This is an optimization exercise on Yosys and OpenROAD, whose aim is small area, not a production implementation.
At most, simulation tests tie the RTL to the original design; equivalence was not proved.
Power and IR drop assume default switching activity.

// port_ingress_buffer
module port_ingress_buffer #(
  parameter  int DATA_WIDTH = 128,
  parameter  int PORT_NUB   = 16,
  parameter  int PORT_ID    = 3,
  parameter  int FIFO_DEPTH = 8,
  localparam int PW         = $clog2(PORT_NUB),
  localparam int CW         = $clog2(FIFO_DEPTH) + 1,
  localparam int WIDTH_PORT = 2*PW + DATA_WIDTH
) (
  input  logic                         clk,
  input  logic                         rst_n,
  input  logic                         in_valid,
  output logic                         in_ready,
  input  logic [PW-1:0]                in_rx_port,
  input  logic [DATA_WIDTH-1:0]        in_data,
  input  logic                         slot_start,
  input  logic                         grant,
  output logic [WIDTH_PORT-1:0]        port_out,
  output logic                         req_valid,
  output logic [CW-1:0]                fifo_count,
  output logic                         drop_err,
  output logic [7:0]                   stall_cnt
);
  localparam int                    PTRW  = CW - 1;
  localparam int                    EW    = PW + DATA_WIDTH;
  ...
==> module port_ingress_buffer, before the edit <==
module port_ingress_buffer #(
  parameter  int DATA_WIDTH = 128,
  parameter  int PORT_NUB   = 16,
  parameter  int PORT_ID    = 3,
  parameter  int FIFO_DEPTH = 8,
  localparam int PW         = $clog2(PORT_NUB),
  localparam int CW         = $clog2(FIFO_DEPTH) + 1,
  localparam int WIDTH_PORT = 2*PW + DATA_WIDTH
) (
  input  logic                         clk,
  input  logic                         rst_n,
  input  logic                         in_valid,
  output logic                         in_ready,
  input  logic [PW-1:0]                in_rx_port,
  input  logic [DATA_WIDTH-1:0]        in_data,
  input  logic                         slot_start,
  input  logic                         grant,
  output logic [WIDTH_PORT-1:0]        port_out,
  output logic                         req_valid,
  output logic [CW-1:0]                fifo_count,
  output logic                         drop_err,
  output logic [7:0]                   stall_cnt
);
  localparam int                    PTRW  = CW - 1;
  localparam int                    EW    = PW + DATA_WIDTH;
  localparam logic [PW-1:0]         MY_ID = PW'(PORT_ID);
  logic [EW-1:0]         r_mem [FIFO_DEPTH];
  logic [PTRW-1:0]       r_wr_ptr;
  logic [FIFO_DEPTH-1:0] r_rd_oh;      
  logic [FIFO_DEPTH-1:0] r_sel;        
  logic [CW-1:0]         r_count;
  logic                  r_drop_err;
  logic                  r_req_valid;
  logic [7:0]            r_stall;
  logic                  w_in_ready;
  logic                  w_push;
  logic                  w_loopback;
  logic                  w_store;
  logic                  w_pop;
  logic                  w_offer;
  logic [FIFO_DEPTH-1:0] w_rd_oh_nxt;
  logic [EW-1:0]         w_head;
  assign w_in_ready = !r_count[CW-1] && rst_n;
  assign w_push     = in_valid && w_in_ready;
  assign w_loopback = (in_rx_port == MY_ID);
  assign w_store    = w_push && !w_loopback;
  assign w_pop      = r_req_valid && grant;
  assign w_offer    = slot_start && (r_req_valid ? (grant && (r_count > CW'(1)))
                                                 : (r_count != '0));
  localparam int NWQ = 4;
  localparam int WQW = (EW + NWQ - 1) / NWQ;
  logic [EW-1:0] w_wdata;
  assign w_wdata = {in_rx_port, in_data};
  for (genvar i = 0; i < FIFO_DEPTH; i++) begin : g_wr
    for (genvar q = 0; q < NWQ; q++) begin : g_q
      localparam int LO = q * WQW;
      localparam int HI = ((q + 1) * WQW < EW) ? (q + 1) * WQW - 1 : EW - 1;
      logic w_we;
      pib_wdec #(.PTRW(PTRW), .IDX(i)) u_dec (.store(w_store), .ptr(r_wr_ptr), .en(w_we));
      always_ff @(posedge clk) begin
        if (w_we) r_mem[i][HI:LO] <= w_wdata[HI:LO];
      end
    end
  end
  always_ff @(posedge clk) begin
    if (!rst_n) begin
      r_wr_ptr    <= '0;
      r_rd_oh     <= FIFO_DEPTH'(1);
      r_sel       <= '0;
      r_count     <= '0;
      r_drop_err  <= 1'b0;
      r_req_valid <= 1'b0;
      r_stall     <= 8'd0;
    end else begin
      if (w_store) r_wr_ptr <= r_wr_ptr + 1'b1;
      r_rd_oh    <= w_rd_oh_nxt;
      r_count    <= r_count + CW'(w_store) - CW'(w_pop);
      r_drop_err <= w_push && w_loopback;
      if (!r_req_valid || grant) begin
        r_req_valid <= w_offer;
        r_sel       <= w_offer ? w_rd_oh_nxt : '0;
      end
      if (w_pop)
        r_stall <= 8'd0;
      else if (r_req_valid && slot_start && (r_stall != 8'hFF))
        r_stall <= r_stall + 8'd1;
    end
  end
  assign w_rd_oh_nxt = w_pop ? {r_rd_oh[FIFO_DEPTH-2:0], r_rd_oh[FIFO_DEPTH-1]} : r_rd_oh;
  logic [EW-1:0] w_g0_n, w_g1_n;
  for (genvar b = 0; b < EW; b++) begin : g_rd
    pib_aoi222 u_g0 (.a0(r_mem[0][b]), .s0(r_sel[0]), .a1(r_mem[1][b]), .s1(r_sel[1]),
                     .a2(r_mem[2][b]), .s2(r_sel[2]), .y(w_g0_n[b]));
    pib_aoi222 u_g1 (.a0(r_mem[3][b]), .s0(r_sel[3]), .a1(r_mem[4][b]), .s1(r_sel[4]),
                     .a2(r_mem[5][b]), .s2(r_sel[5]), .y(w_g1_n[b]));
    pib_rd_tail u_t (.g0_n(w_g0_n[b]), .g1_n(w_g1_n[b]), .a0(r_mem[6][b]), .s0(r_sel[6]),
                     .a1(r_mem[7][b]), .s1(r_sel[7]), .y(w_head[b]));
  end
  assign in_ready   = w_in_ready;
  assign port_out   = {w_head[EW-1:DATA_WIDTH] | (MY_ID & {PW{!r_req_valid}}),
                       MY_ID, w_head[DATA_WIDTH-1:0]};
  assign req_valid  = r_req_valid;
  assign fifo_count = r_count;
  assign drop_err   = r_drop_err;
  assign stall_cnt  = r_stall;
endmodule
==> module pib_wdec, before the edit <==
module pib_wdec #(
  parameter int PTRW = 3,
  parameter int IDX  = 0
) (
  input  logic            store,
  input  logic [PTRW-1:0] ptr,
  output logic            en
);
  assign en = store && (ptr == PTRW'(IDX));
endmodule
clock: 4.0 ns
lec_check: 0
cap_margin: 20
core_margin: 2
core_utilization: 65
cts_buf_list: sky130_fd_sc_hd__clkbuf_8
cts_cluster_diameter: 60
cts_cluster_size: 18
slew_margin: 20
synth_hierarchical: 1
synth_minimum_keep_size: 0
standard.sh (not shown) runs the stock make flow with config.mk's settings and CLKGATE_MAP_FILE= SYNTH_SCRIPT=/design/flow/synth_recipe.tcl, a recipe that flattens the netlist after the stock synthesis.
==> flow/flow/run.sh <==
#!/bin/bash
# Standard ORFS layout (the standard.sh, standard synthesis unchanged), with
# every input and output port buffered by a minimum-size buffer cell instead
# of the cell buffer_ports picks by default.
set -euo pipefail
export BUFFER_PORTS_ARGS="-buffer_cell sky130_fd_sc_hd__buf_1"
bash standard.sh > standard.log 2>&1
Edit:
--- a/flow/design.v
+++ b/flow/design.v
@@ -44,26 +44,15 @@
   assign w_push     = in_valid && w_in_ready;
   assign w_loopback = (in_rx_port == MY_ID);
   assign w_store    = w_push && !w_loopback;
   assign w_pop      = r_req_valid && grant;
   assign w_offer    = slot_start && (r_req_valid ? (grant && (r_count > CW'(1)))
                                                  : (r_count != '0));
-  localparam int NWQ = 4;
-  localparam int WQW = (EW + NWQ - 1) / NWQ;
-  logic [EW-1:0] w_wdata;
-  assign w_wdata = {in_rx_port, in_data};
-  for (genvar i = 0; i < FIFO_DEPTH; i++) begin : g_wr
-    for (genvar q = 0; q < NWQ; q++) begin : g_q
-      localparam int LO = q * WQW;
-      localparam int HI = ((q + 1) * WQW < EW) ? (q + 1) * WQW - 1 : EW - 1;
-      logic w_we;
-      pib_wdec #(.PTRW(PTRW), .IDX(i)) u_dec (.store(w_store), .ptr(r_wr_ptr), .en(w_we));
-      always_ff @(posedge clk) begin
-        if (w_we) r_mem[i][HI:LO] <= w_wdata[HI:LO];
-      end
-    end
+  always_ff @(posedge clk) begin
+    for (int i = 0; i < FIFO_DEPTH; i++)
+      if (w_store && (r_wr_ptr == PTRW'(i))) r_mem[i] <= {in_rx_port, in_data};
   end
   always_ff @(posedge clk) begin
     if (!rst_n) begin
       r_wr_ptr    <= '0;
       r_rd_oh     <= FIFO_DEPTH'(1);
       r_sel       <= '0;
@@ -113,16 +102,6 @@
 module pib_rd_tail (
   input  logic g0_n, g1_n, a0, s0, a1, s1,
   output logic y
 );
   assign y = ~(g0_n & g1_n & ~((a0 & s0) | (a1 & s1)));
 endmodule
-module pib_wdec #(
-  parameter int PTRW = 3,
-  parameter int IDX  = 0
-) (
-  input  logic            store,
-  input  logic [PTRW-1:0] ptr,
-  output logic            en
-);
-  assign en = store && (ptr == PTRW'(IDX));
-endmodule
Effect:
- The changed run produced a clean layout
- register-to-register slack got worse by 0.04 ns
- utilization barely changes
- sequential share of layout area stays flat
- design area barely changes
- clock power barely changes
- via count is about the same
- wire length came out higher by 3.0%
- clock skew is about the same
- worst hold slack is better by 0.036 ns
- total power went up by 1.3%
- clock-buffer cell count decreases by 1
- sequential power is about the same
- maximum frequency falls by 1.3%
- worst setup slack is worse by 0.044 ns
No functional check of the RTL was part of the first run of this note.

## what the ideal ports hide
Ports are ideal in the flow. The routed layouts listed here were re-timed in OpenROAD. Step 1, drivers: a clkbuf_16 drives clk and a buf_2 each remaining input, both assumed. Step 2, shift: input delay + t, output delay - t, t = (earliest + latest rising clock arrival at the registers) / 2. This alone moves slack from input paths to output paths. Three values: no drivers, after step 1, after step 2; two values: the first two.
run	shift t [ns]	slack for setup (ns)	slew at the worst register clock pin (ns)	cell pins on the clock port's net
the first run	0.714	0.566 / 0.510 / 0.783	0.11 / 0.11	1
the second run	0.726	0.522 / 0.459 / 0.748	0.11 / 0.11	1
After both steps every run listed still meets setup and hold.
